From an optimization exercise on the open Yosys and OpenROAD flow, aimed at small area, a short achievable clock period and few clock cycles per item; shortcuts taken in it are not production practice.
At most, simulation tests tie the RTL to the original design; equivalence was not proved.
Power is estimated from default activity; no workload was simulated.

==> 03-17: inputs <==
==> flow/design.v (excerpt) <==
module cnn_dvcon
(
  input  logic               aclk,
  input  logic               aresetn,
  input  logic [cnn_dvcon_pkg::TDATA_W-1:0] s_axis_tdata,
  input  logic               s_axis_tvalid,
  output logic               s_axis_tready,
  output logic [cnn_dvcon_pkg::ACC_W-1:0]   m_axis_tdata,
  output logic               m_axis_tvalid,
  input  logic               m_axis_tready
);
  logic pp_0_0_0;
  logic pp_0_0_1;
  logic pp_0_0_2;
  logic pp_0_0_3;
  logic pp_0_0_4;
  logic pp_0_0_5;
  logic pp_0_0_6;
  logic pp_0_0_7;
  logic pp_0_1_0;
  logic pp_0_1_1;
  logic pp_0_1_2;
  logic pp_0_1_3;
  logic pp_0_1_4;
  logic pp_0_1_5;
  logic pp_0_1_6;
  logic pp_0_1_7;
  logic pp_0_2_0;
  logic pp_0_2_1;
  logic pp_0_2_2;
  logic pp_0_2_3;
  logic pp_0_2_4;
  logic pp_0_2_5;
  logic pp_0_2_6;
  logic pp_0_2_7;
  logic pp_0_3_0;
  logic pp_0_3_1;
  logic pp_0_3_2;
  logic pp_0_3_3;
  logic pp_0_3_4;
  logic pp_0_3_5;
  logic pp_0_3_6;
  logic pp_0_3_7;
  logic pp_0_4_0;
  logic pp_0_4_1;
  logic pp_0_4_2;
  logic pp_0_4_3;
  logic pp_0_4_4;
  logic pp_0_4_5;
  logic pp_0_4_6;
  logic pp_0_4_7;
  logic pp_0_5_0;
  logic pp_0_5_1;
  logic pp_0_5_2;
  logic pp_0_5_3;
  logic pp_0_5_4;
  logic pp_0_5_5;
  logic pp_0_5_6;
  logic pp_0_5_7;
  logic pp_0_6_0;
  logic pp_0_6_1;
  logic pp_0_6_2;
  logic pp_0_6_3;
  logic pp_0_6_4;
  logic pp_0_6_5;
  logic pp_0_6_6;
  logic pp_0_6_7;
  logic pp_0_7_0;
  logic pp_0_7_1;
  logic pp_0_7_2;
  logic pp_0_7_3;
  ...
==> flow/config.mk <==
export PLATFORM = sky130hd
export DESIGN_NAME = cnn_dvcon
export DESIGN_NICKNAME = cnn_dvcon
export VERILOG_FILES = /design/flow/design.v
export SDC_FILE = /design/flow/constraint.sdc
export NUM_CORES = 4
export LEC_CHECK = 0
export CAP_MARGIN = 20
export CORE_MARGIN = 2
export CORE_UTILIZATION = 40
export SLEW_MARGIN = 20
export SYNTH_HIERARCHICAL = 1
==> flow/constraint.sdc <==
create_clock -name core_clock -period 8.0 [get_ports {aclk}]
set_input_delay 1.6000 -clock core_clock [delete_from_list [all_inputs] [get_ports {aclk}]]
set_output_delay 1.6000 -clock core_clock [all_outputs]
set_load 0.01 [all_outputs]
standard.sh (not shown) runs the stock make flow with config.mk's settings and CLKGATE_MAP_FILE= SYNTH_SCRIPT=/design/flow/synth_recipe.tcl, a recipe that flattens the netlist after the stock synthesis.
==> flow/flow/run.sh <==
#!/bin/bash
# Standard layout (the standard.sh), except that the port buffers are
# sky130_fd_sc_hd__buf_2 cells rather than the delay cells buffer_ports picks by default.
set -e
export BUFFER_PORTS_ARGS="-buffer_cell sky130_fd_sc_hd__buf_2"
bash standard.sh > standard_flow.log 2>&1
==> 10-11 (differences from 03-17) <==
--- a/flow/design.v
+++ b/flow/design.v
@@ -14,26 +14,16 @@
   input  logic b,
   input  logic c,
   output logic s,
   output logic co
 );
   assign s  = a ^ b ^ c;
   assign co = (a & b) | (a & c) | (b & c);
 endmodule
-module cnn_dvcon_ha
-(
-  input  logic a,
-  input  logic b,
-  output logic s,
-  output logic co
-);
-  assign s  = a ^ b;
-  assign co = a & b;
-endmodule
 module cnn_dvcon_bsel
 (
   input  logic one,
   input  logic two,
   input  logic neg,
   input  logic x1,
   input  logic x0,
   output logic p
@@ -1855,28 +1845,28 @@
   logic fs_550;
   logic fc_550;
   logic fs_551;
   logic fc_551;
   logic fs_552;
   logic fc_552;
   logic fs_553;
   logic fc_553;
-  logic hs_0;
-  logic hc_0;
   logic fs_554;
   logic fc_554;
   logic fs_555;
   logic fc_555;
   logic fs_556;
   logic fc_556;
   logic fs_557;
   logic fc_557;
-  logic hs_1;
-  logic hc_1;
+  logic fs_558;
+  logic fc_558;
+  logic fs_559;
+  logic fc_559;
   logic r1_r0_fs_3;
   logic r1_r0_fs_14;
   logic r1_fs_462;
   logic r1_fs_464;
   logic r1_fs_468;
   logic r1_fs_473;
   logic r1_fs_480;
   logic r1_fs_488;
@@ -1889,23 +1879,21 @@
   logic r1_fs_528;
   logic r1_fc_518;
   logic r1_fc_528;
   logic r1_fs_537;
   logic r1_fc_537;
   logic r1_fs_544;
   logic r1_fc_544;
   logic r1_fs_550;
-  logic r1_hs_0;
-  logic r1_fc_550;
-  logic r1_fs_556;
-  logic r1_hs_1;
-  logic r1_fc_556;
-  logic r1_fc_557;
-  logic r1_hc_1;
+  logic r1_fs_554;
+  logic r1_fs_557;
+  logic r1_fs_559;
+  logic r1_fc_558;
+  logic r1_fc_559;
   logic en;
   logic [ACC_W-1:0] rowa, rowb, msum, sum;
   logic [2:1] vld;
   assign en = !m_axis_tvalid || m_axis_tready;
   assign s_axis_tready = en;
   assign m_axis_tvalid = vld[2];
   always_ff @(posedge aclk or negedge aresetn)
     if (!aresetn) vld <= '0;
@@ -3045,23 +3033,23 @@
   cnn_dvcon_fa u_fa546 (.a(r0_fs_455), .b(r0_fc_445), .c(r0_fs_456), .s(fs_546), .co(fc_546));
   cnn_dvcon_fa u_fa547 (.a(r0_fc_446), .b(fc_538), .c(fc_539), .s(fs_547), .co(fc_547));
   cnn_dvcon_fa u_fa548 (.a(fs_545), .b(fs_546), .c(fc_540), .s(fs_548), .co(fc_548));
   cnn_dvcon_fa u_fa549 (.a(fc_541), .b(fs_547), .c(fc_542), .s(fs_549), .co(fc_549));
   cnn_dvcon_fa u_fa550 (.a(fs_548), .b(fc_543), .c(fs_549), .s(fs_550), .co(fc_550));
   cnn_dvcon_fa u_fa551 (.a(r0_fc_456), .b(r0_fs_459), .c(r0_fs_460), .s(fs_551), .co(fc_551));
   cnn_dvcon_fa u_fa552 (.a(fc_545), .b(fc_546), .c(fs_551), .s(fs_552), .co(fc_552));
   cnn_dvcon_fa u_fa553 (.a(fc_547), .b(fs_552), .c(fc_548), .s(fs_553), .co(fc_553));
-  cnn_dvcon_ha u_ha0 (.a(fc_549), .b(fs_553), .s(hs_0), .co(hc_0));
-  cnn_dvcon_fa u_fa554 (.a(r0_fc_459), .b(r0_fs_461), .c(r0_fc_460), .s(fs_554), .co(fc_554));
-  cnn_dvcon_fa u_fa555 (.a(fc_551), .b(fs_554), .c(fc_552), .s(fs_555), .co(fc_555));
-  cnn_dvcon_fa u_fa556 (.a(fs_555), .b(fc_553), .c(hc_0), .s(fs_556), .co(fc_556));
-  assign fs_557 = ~(fc_554 ^ r0_fc_461);
-  assign fc_557 = fc_554 | r0_fc_461;
-  cnn_dvcon_ha u_ha1 (.a(fs_557), .b(fc_555), .s(hs_1), .co(hc_1));
+  cnn_dvcon_fa u_fa554 (.a(fc_549), .b(fs_553), .c(fc_550), .s(fs_554), .co(fc_554));
+  cnn_dvcon_fa u_fa555 (.a(r0_fc_459), .b(r0_fs_461), .c(r0_fc_460), .s(fs_555), .co(fc_555));
+  cnn_dvcon_fa u_fa556 (.a(fc_551), .b(fs_555), .c(fc_552), .s(fs_556), .co(fc_556));
+  cnn_dvcon_fa u_fa557 (.a(fs_556), .b(fc_553), .c(fc_554), .s(fs_557), .co(fc_557));
+  assign fs_558 = ~(fc_555 ^ r0_fc_461);
+  assign fc_558 = fc_555 | r0_fc_461;
+  cnn_dvcon_fa u_fa559 (.a(fs_558), .b(fc_556), .c(fc_557), .s(fs_559), .co(fc_559));
   always_ff @(posedge aclk)
     if (en) begin
       r0_fs_3 <= fs_3;
       r0_fs_14 <= fs_14;
       r0_fs_31 <= fs_31;
       r0_fc_14 <= fc_14;
       r0_fs_32 <= fs_32;
       r0_fs_55 <= fs_55;
@@ -3200,22 +3188,20 @@
       r1_fs_528 <= fs_528;
       r1_fc_518 <= fc_518;
       r1_fc_528 <= fc_528;
       r1_fs_537 <= fs_537;
       r1_fc_537 <= fc_537;
       r1_fs_544 <= fs_544;
       r1_fc_544 <= fc_544;
       r1_fs_550 <= fs_550;
-      r1_hs_0 <= hs_0;
-      r1_fc_550 <= fc_550;
-      r1_fs_556 <= fs_556;
-      r1_hs_1 <= hs_1;
-      r1_fc_556 <= fc_556;
-      r1_fc_557 <= fc_557;
-      r1_hc_1 <= hc_1;
+      r1_fs_554 <= fs_554;
+      r1_fs_557 <= fs_557;
+      r1_fs_559 <= fs_559;
+      r1_fc_558 <= fc_558;
+      r1_fc_559 <= fc_559;
     end
-  assign rowa = {1'b1, r1_fc_557, r1_hs_1, r1_fs_556, r1_hs_0, r1_fc_544, r1_fc_537, r1_fc_528, r1_fs_528, r1_fs_518, r1_fc_497, r1_fc_488, r1_fs_488, r1_fs_480, r1_fs_473, r1_fs_468, r1_fs_464, r1_fs_462, r1_r0_fs_14, r1_r0_fs_3};
-  assign rowb = {1'b0, r1_hc_1, r1_fc_556, 1'b0, r1_fc_550, r1_fs_550, r1_fs_544, r1_fs_537, r1_fc_518, 1'b0, r1_fs_507, r1_fs_497, r1_fc_480, 1'b0, 1'b0, 1'b0, 1'b0, 1'b0, 1'b0, 1'b0};
+  assign rowa = {1'b1, r1_fc_558, r1_fs_559, r1_fs_557, r1_fs_554, r1_fc_544, r1_fc_537, r1_fc_528, r1_fs_528, r1_fs_518, r1_fc_497, r1_fc_488, r1_fs_488, r1_fs_480, r1_fs_473, r1_fs_468, r1_fs_464, r1_fs_462, r1_r0_fs_14, r1_r0_fs_3};
+  assign rowb = {1'b0, r1_fc_559, 1'b0, 1'b0, 1'b0, r1_fs_550, r1_fs_544, r1_fs_537, r1_fc_518, 1'b0, r1_fs_507, r1_fs_497, r1_fc_480, 1'b0, 1'b0, 1'b0, 1'b0, 1'b0, 1'b0, 1'b0};
   assign msum = rowa + rowb;
   assign sum = ~msum;
   assign m_axis_tdata = sum;
 endmodule
- SETUP_SLACK_MARGIN: not set -> 4.3
==> comparison table <==
| item | 03-17 | 10-11 |
|---|---|---|
| Routability-driven placement congestion ratio | 1.03 | 0.968 |
| Synthesized area | 0.0190 mm^2 | 0.0192 mm^2 |
| Sequential cell area | 0.00464 mm^2 | 0.00458 mm^2 |
| Wire length of the first global-routing pass | 91.9 mm | 95.4 mm |
| Die X-Extent | 222 um | 223 um |
| Internal power | 4.96 mW | 5.53 mW |
| Wirelength per Cell | 28.2 um | 29.1 um |
| Clock network power consumption | 0.822 mW | 0.872 mW |
| Area of combinational cells with multiple inputs | 0.0140 mm^2 | 0.0158 mm^2 |
| Met1 routed wirelength after detailed routing | 24.4 mm | 26.3 mm |
| Average instance area after synthesis | 13.1 um^2 | 12.6 um^2 |
| Worst slew pin tran | 0.977 ns | 0.869 ns |
| Non-clock buffer count | 171 | 191 |
| Outcome | complete, no violations | complete, no violations |
| Final design instance area without fill | 0.0210 mm^2 | 0.0240 mm^2 |
| Number of antenna violations at the first check in global routing | 12 | 4 |
| Synthesized-area fraction occupied by adder cells | 0.592 | 0.584 |
| Die height | 222 um | 223 um |
| Vias | 12000 | 12200 |
| Worst Hold Margin | 0.425 ns | 0.428 ns |
| Global Route Usage Sum | 0.263 | 0.273 |
| Post-Place Worst Slack | 3.41 ns | 3.57 ns |
| Number of well-tap cells placed | 607 | 615 |
| Number of global-route vias before repair | 13700 | 14100 |
| Power per unit of standard cell area | 410 mW/mm^2 | 395 mW/mm^2 |
Testbench counts of 10-11, summed over its fixed seeds: cycles 16,016, items 16,000.
The RTL of 03-17 was laid out without a check of its function.

-- port drivers added, routing unchanged --
No port has a modelled driver above. Below, the same layouts with a new extraction and two added sets of constraints. Step 1, drivers: a clkbuf_16 drives aclk and a buf_2 each remaining input, both assumed. Step 2 moves the port delays by t, midway between the first and last clock arrival at a register: inputs arrive t later, outputs are due t later. That takes back most of the time a late clock gives input paths. a / b / c = ideal ports / drivers / drivers and shift; a / b = the first two.
run | shift t [ns] | setup slack, ns | worst hold slack (ns)
03-17 | 0.487 | 3.804 / 3.819 / 3.343 | 0.425 / 0.425 / 0.425
10-11 | 0.489 | 4.065 / 4.013 / 3.696 | 0.428 / 0.428 / 0.428
After both steps every run listed still meets setup and hold. For 03-17, which loses most, drivers alone change the setup slack by +0.015 ns; drivers and shift together by -0.461 ns.
